Context: an optimization exercise on an open-source flow, tuned for a short achievable clock period and few clock cycles per item. The choices shown serve that exercise and are no tape-out recipe.
Power and IR drop assume default switching activity.

==> flow/design.v <==
package rx_cap_pkg;
  typedef enum logic [1:0] {
    IDLE,
    ARM,
    BURST,
    FLUSH
  } state_t;
  localparam int CNT_W = 16;
  function automatic logic [CNT_W-1:0] sat_inc(
    input logic [CNT_W-1:0] v
  );
    sat_inc = (&v) ? v : v + 1'b1;
  endfunction
endpackage
module rx_cap_fifo #(
  parameter int DEPTH = 10,
  parameter int WIDTH = 32
) (
  input  logic             clk,
  input  logic             rst_n,
  input  logic             push,
  input  logic [WIDTH-1:0] wdata,
  input  logic             pop,
  output logic [WIDTH-1:0] rdata
);
  logic [WIDTH-1:0] mem [DEPTH];
  logic [DEPTH-1:0] wp;
  logic [DEPTH-1:0] rp;
  always_ff @(posedge clk) begin
    for (int i = 0; i < DEPTH; i++)
      if (wp[i]) mem[i] <= wdata;
  end
  always_comb begin
    rdata = '0;
    for (int i = 0; i < DEPTH; i++)
      rdata = rdata | (mem[i] & {WIDTH{rp[i]}});
  end
  always_ff @(posedge clk or negedge rst_n) begin
    if (!rst_n) begin
      wp <= DEPTH'(1);
      rp <= DEPTH'(1);
    end else begin
      if (push) wp <= {wp[DEPTH-2:0], wp[DEPTH-1]};
      if (pop)  rp <= {rp[DEPTH-2:0], rp[DEPTH-1]};
    end
  end
endmodule
module rx_capture_burst_writer #(
  parameter int SAMPLE_W   = 16,
  parameter int CHANNELS   = 2,
  parameter int ADDR_W     = 32,
  parameter int BURST_LEN  = 8,
  parameter int FIFO_DEPTH = 9,
  localparam int DATA_W    = SAMPLE_W * CHANNELS,
  localparam int BC_W      = $clog2(BURST_LEN) + 1
) (
  input  logic              clk_clk,
  input  logic              reset_reset_n,
  input  logic              start,
  input  logic              stop,
  input  logic [ADDR_W-1:0] cfg_base,
  input  logic [ADDR_W-1:0] cfg_words,
  input  logic              in_valid,
  output logic              in_ready,
  input  logic [DATA_W-1:0] in_data,
  output logic [ADDR_W-1:0] avm_address,
  output logic              avm_write,
  output logic [DATA_W-1:0] avm_writedata,
  output logic [BC_W-1:0]   avm_burstcount,
  input  logic              avm_waitrequest,
  output logic              busy,
  output logic [ADDR_W-1:0] wr_ptr,
  output logic [rx_cap_pkg::CNT_W-1:0]  wrap_count,
  output logic              overflow,
  output logic [rx_cap_pkg::CNT_W-1:0]  drop_count
);
  localparam int BSH = $clog2(DATA_W / 8);
  localparam int WA  = ADDR_W - BSH;
  localparam int LW  = $clog2(BURST_LEN);
  logic              idle;         
  logic              enabled;      
  logic              stop_pend;    
  logic [FIFO_DEPTH-1:0] fill;     
  logic              grp;          
  logic [LW-1:0]     part;         
  logic [BC_W-1:0]   beats_left;   
  logic              cur_last;     
  logic [WA-1:0]     base_w;       
  logic [BSH-1:0]    base_lo;      
  logic [ADDR_W-1:0] words_q;
  logic [ADDR_W-1:0] words_m2;     
  logic              words_one;    
  logic              wrap_nx;      
  logic [WA-1:0]     waddr;        
  logic [DATA_W-1:0] head;
  logic              start_ev;
  logic              push;
  logic              beat;
  logic              slot;
  logic              carry;
  logic              full;
  logic              issue;
  logic              load;
  logic              next_write;
  logic              done;
  logic [BC_W-1:0]   len;
  logic [WA-1:0]     waddr_next;
  logic              fill_ok;
  assign overflow   = 1'b0;
  assign drop_count = '0;
  assign start_ev   = start & idle;
  assign push       = in_valid & in_ready;
  assign beat       = avm_write & ~avm_waitrequest;
  assign slot       = ~avm_write | (beat & cur_last);
  assign carry      = push & (&part);
  assign full       = grp | carry;
  assign issue      = slot & (full | (stop_pend & (part != '0)));
  assign len        = full ? BC_W'(BURST_LEN) : BC_W'(part);
  assign load       = issue | (beat & ~cur_last);
  assign next_write = issue | (avm_write & ~(beat & cur_last));
  assign done       = stop_pend & ~grp & (part == '0) & slot;
  assign waddr_next = wrap_nx ? base_w : waddr + 1'b1;
  always_comb begin
    if (push & ~load)      fill_ok = ~fill[FIFO_DEPTH-3];
    else if (~push & load) fill_ok = 1'b1;
    else                   fill_ok = ~fill[FIFO_DEPTH-2];
  end
  rx_cap_fifo #(
    .DEPTH (FIFO_DEPTH),
    .WIDTH (DATA_W)
  ) u_fifo (
    .clk   (clk_clk),
    .rst_n (reset_reset_n),
    .push  (push),
    .wdata (in_data),
    .pop   (load),
    .rdata (head)
  );
  always_ff @(posedge clk_clk or negedge reset_reset_n) begin
    if (!reset_reset_n) begin
      busy       <= 1'b0;
      idle       <= 1'b1;
      enabled    <= 1'b0;
      in_ready   <= 1'b0;
      stop_pend  <= 1'b0;
      fill       <= '0;
      grp        <= 1'b0;
      part       <= '0;
      beats_left <= '0;
      cur_last   <= 1'b0;
      avm_write  <= 1'b0;
    end else begin
      busy      <= start_ev | (busy & ~done);
      idle      <= ~start_ev & (idle | done);
      enabled   <= start_ev | (enabled & ~stop);
      in_ready  <= start_ev | (enabled & ~stop & fill_ok);
      stop_pend <= (stop_pend | (stop & ~idle)) & ~done;
      if (push & ~load)      fill <= {fill[FIFO_DEPTH-2:0], 1'b1};
      else if (~push & load) fill <= {1'b0, fill[FIFO_DEPTH-1:1]};
      grp       <= full & ~slot;
      if (issue & ~full)  part <= '0;
      else if (push)      part <= part + 1'b1;
      if (issue) begin
        beats_left <= len;
        cur_last   <= (len == BC_W'(1));
      end else if (beat) begin
        beats_left <= beats_left - 1'b1;
        cur_last   <= (beats_left == BC_W'(2));
      end
      avm_write <= next_write;
    end
  end
  always_ff @(posedge clk_clk or negedge reset_reset_n) begin
    if (!reset_reset_n) begin
      avm_writedata <= '0;
    end else if (!next_write) begin
      avm_writedata <= '0;
    end else if (load) begin
      avm_writedata <= head;
    end
  end
  always_ff @(posedge clk_clk) begin
    if (issue) begin
      avm_burstcount <= len;
      avm_address    <= {(beat ? waddr_next : waddr), base_lo};
    end
  end
  always_ff @(posedge clk_clk) begin
    words_m2 <= words_q - ADDR_W'(2);
    if (idle) begin
      base_w    <= cfg_base[ADDR_W-1:BSH];
      base_lo   <= cfg_base[BSH-1:0];
      words_q   <= cfg_words;
      words_one <= (cfg_words == ADDR_W'(1));
      wrap_nx   <= (cfg_words == ADDR_W'(1));
      waddr     <= cfg_base[ADDR_W-1:BSH];
    end else if (beat) begin
      waddr   <= waddr_next;
      wrap_nx <= wrap_nx ? words_one : (wr_ptr == words_m2);
    end
  end
  always_ff @(posedge clk_clk or negedge reset_reset_n) begin
    if (!reset_reset_n) begin
      wr_ptr     <= '0;
      wrap_count <= '0;
    end else if (start_ev) begin
      wr_ptr     <= '0;
      wrap_count <= '0;
    end else if (beat) begin
      if (wrap_nx) begin
        wr_ptr     <= '0;
        wrap_count <= rx_cap_pkg::sat_inc(wrap_count);
      end else begin
        wr_ptr <= wr_ptr + 1'b1;
      end
    end
  end
endmodule
clock: 5.5 ns
lec_check: 0
abc_clock_period_in_ps: 2000
cap_margin: 20
core_margin: 2
core_utilization: 40
setup_slack_margin: 3.6
slew_margin: 20
tns_end_percent: 100
run.sh (not shown) runs the stock make flow with config.mk's settings and CLKGATE_MAP_FILE= SYNTH_SCRIPT=/design/flow/synth_recipe.tcl, a recipe that flattens the netlist after the stock synthesis.
Rerun with:
--- a/flow/design.v
+++ b/flow/design.v
@@ -75,22 +75,25 @@
   output logic [rx_cap_pkg::CNT_W-1:0]  drop_count
 );
   localparam int BSH = $clog2(DATA_W / 8);
   localparam int WA  = ADDR_W - BSH;
   localparam int LW  = $clog2(BURST_LEN);
   logic              idle;         
+  logic              rdy_n;        
+  logic              wr_n;         
+  logic [ADDR_W-1:0] addr_q;       
+  logic [BC_W-1:0]   bc_q;         
   logic              enabled;      
   logic              stop_pend;    
   logic [FIFO_DEPTH-1:0] fill;     
   logic              grp;          
   logic [LW-1:0]     part;         
   logic [BC_W-1:0]   beats_left;   
   logic              cur_last;     
   logic [WA-1:0]     base_w;       
   logic [BSH-1:0]    base_lo;      
-  logic [ADDR_W-1:0] words_q;
   logic [ADDR_W-1:0] words_m2;     
   logic              words_one;    
   logic              wrap_nx;      
   logic [WA-1:0]     waddr;        
   logic [DATA_W-1:0] head;
   logic              start_ev;
@@ -106,21 +109,21 @@
   logic [BC_W-1:0]   len;
   logic [WA-1:0]     waddr_next;
   logic              fill_ok;
   assign overflow   = 1'b0;
   assign drop_count = '0;
   assign start_ev   = start & idle;
-  assign push       = in_valid & in_ready;
-  assign beat       = avm_write & ~avm_waitrequest;
-  assign slot       = ~avm_write | (beat & cur_last);
+  assign push       = in_valid & ~rdy_n;
+  assign beat       = ~wr_n & ~avm_waitrequest;
+  assign slot       = wr_n | (beat & cur_last);
   assign carry      = push & (&part);
   assign full       = grp | carry;
   assign issue      = slot & (full | (stop_pend & (part != '0)));
   assign len        = full ? BC_W'(BURST_LEN) : BC_W'(part);
   assign load       = issue | (beat & ~cur_last);
-  assign next_write = issue | (avm_write & ~(beat & cur_last));
+  assign next_write = issue | (~wr_n & ~(beat & cur_last));
   assign done       = stop_pend & ~grp & (part == '0) & slot;
   assign waddr_next = wrap_nx ? base_w : waddr + 1'b1;
   always_comb begin
     if (push & ~load)      fill_ok = ~fill[FIFO_DEPTH-3];
     else if (~push & load) fill_ok = 1'b1;
     else                   fill_ok = ~fill[FIFO_DEPTH-2];
@@ -139,24 +142,27 @@
   always_ff @(posedge clk_clk or negedge reset_reset_n) begin
     if (!reset_reset_n) begin
       busy       <= 1'b0;
       idle       <= 1'b1;
       enabled    <= 1'b0;
       in_ready   <= 1'b0;
+      rdy_n      <= 1'b1;
+      wr_n       <= 1'b1;
       stop_pend  <= 1'b0;
       fill       <= '0;
       grp        <= 1'b0;
       part       <= '0;
       beats_left <= '0;
       cur_last   <= 1'b0;
       avm_write  <= 1'b0;
     end else begin
-      busy      <= start_ev | (busy & ~done);
+      busy      <= start_ev | (~idle & ~done);
       idle      <= ~start_ev & (idle | done);
       enabled   <= start_ev | (enabled & ~stop);
       in_ready  <= start_ev | (enabled & ~stop & fill_ok);
+      rdy_n     <= ~start_ev & ~(enabled & ~stop & fill_ok);
       stop_pend <= (stop_pend | (stop & ~idle)) & ~done;
       if (push & ~load)      fill <= {fill[FIFO_DEPTH-2:0], 1'b1};
       else if (~push & load) fill <= {1'b0, fill[FIFO_DEPTH-1:1]};
       grp       <= full & ~slot;
       if (issue & ~full)  part <= '0;
       else if (push)      part <= part + 1'b1;
@@ -165,12 +171,13 @@
         cur_last   <= (len == BC_W'(1));
       end else if (beat) begin
         beats_left <= beats_left - 1'b1;
         cur_last   <= (beats_left == BC_W'(2));
       end
       avm_write <= next_write;
+      wr_n      <= ~next_write;
     end
   end
   always_ff @(posedge clk_clk or negedge reset_reset_n) begin
     if (!reset_reset_n) begin
       avm_writedata <= '0;
     end else if (!next_write) begin
@@ -178,22 +185,23 @@
     end else if (load) begin
       avm_writedata <= head;
     end
   end
   always_ff @(posedge clk_clk) begin
     if (issue) begin
-      avm_burstcount <= len;
-      avm_address    <= {(beat ? waddr_next : waddr), base_lo};
-    end
+      bc_q   <= len;
+      addr_q <= {(beat ? waddr_next : waddr), base_lo};
+    end
+    avm_burstcount <= issue ? len : bc_q;
+    avm_address    <= issue ? {(beat ? waddr_next : waddr), base_lo} : addr_q;
   end
   always_ff @(posedge clk_clk) begin
-    words_m2 <= words_q - ADDR_W'(2);
     if (idle) begin
       base_w    <= cfg_base[ADDR_W-1:BSH];
       base_lo   <= cfg_base[BSH-1:0];
-      words_q   <= cfg_words;
+      words_m2  <= cfg_words - ADDR_W'(2);
       words_one <= (cfg_words == ADDR_W'(1));
       wrap_nx   <= (cfg_words == ADDR_W'(1));
       waddr     <= cfg_base[ADDR_W-1:BSH];
     end else if (beat) begin
       waddr   <= waddr_next;
       wrap_nx <= wrap_nx ? words_one : (wr_ptr == words_m2);
After rerunning: Fmax came out lower by a few percent. Via count fell slightly. Design area is about the same. Worst setup slack gets worse by 0.17 ns. Global-route usage rose by 1.2 points. Synthesized area is lower by a few percent. Total power goes down by a few percent. Sequential share of layout area decreases by 1.7 points.
Function was not checked in any run of this note: the RTL went through the layout flow alone.

[afterwards: timing with drivers on the ports]
In the flow no input, the clock included, has a driving cell. The finished layouts below were timed again as built, in two steps. Step 1 (the two cells are an assumption about what drives the block):
set clk [get_ports {clk_clk}]
set_driving_cell -lib_cell sky130_fd_sc_hd__clkbuf_16 $clk
set_driving_cell -lib_cell sky130_fd_sc_hd__buf_2 [delete_from_list [all_inputs] $clk]
Step 2, shift: input delay + t, output delay - t, t = (earliest + latest rising clock arrival at the registers) / 2. This alone moves slack from input paths to output paths. a / b / c = ideal / step 1 / step 2; a / b = the first two.
| run | shift t [ns] | setup slack, ns | latest minus earliest clock arrival (ns) | worst slew at a driven data input, ns | cell pins on the clock port's net |
|---|---|---|---|---|---|
| the first run | 0.679 | 3.160 / 3.103 / 2.766 | 0.042 / 0.043 | 0.11 | 1 |
| the second run | 0.683 | 2.988 / 3.011 / 2.328 | 0.034 / 0.035 | 0.10 | 1 |
After both steps every run listed still meets setup and hold. For the second run, which loses most, drivers alone change the setup slack by +0.023 ns; drivers and shift together by -0.660 ns.
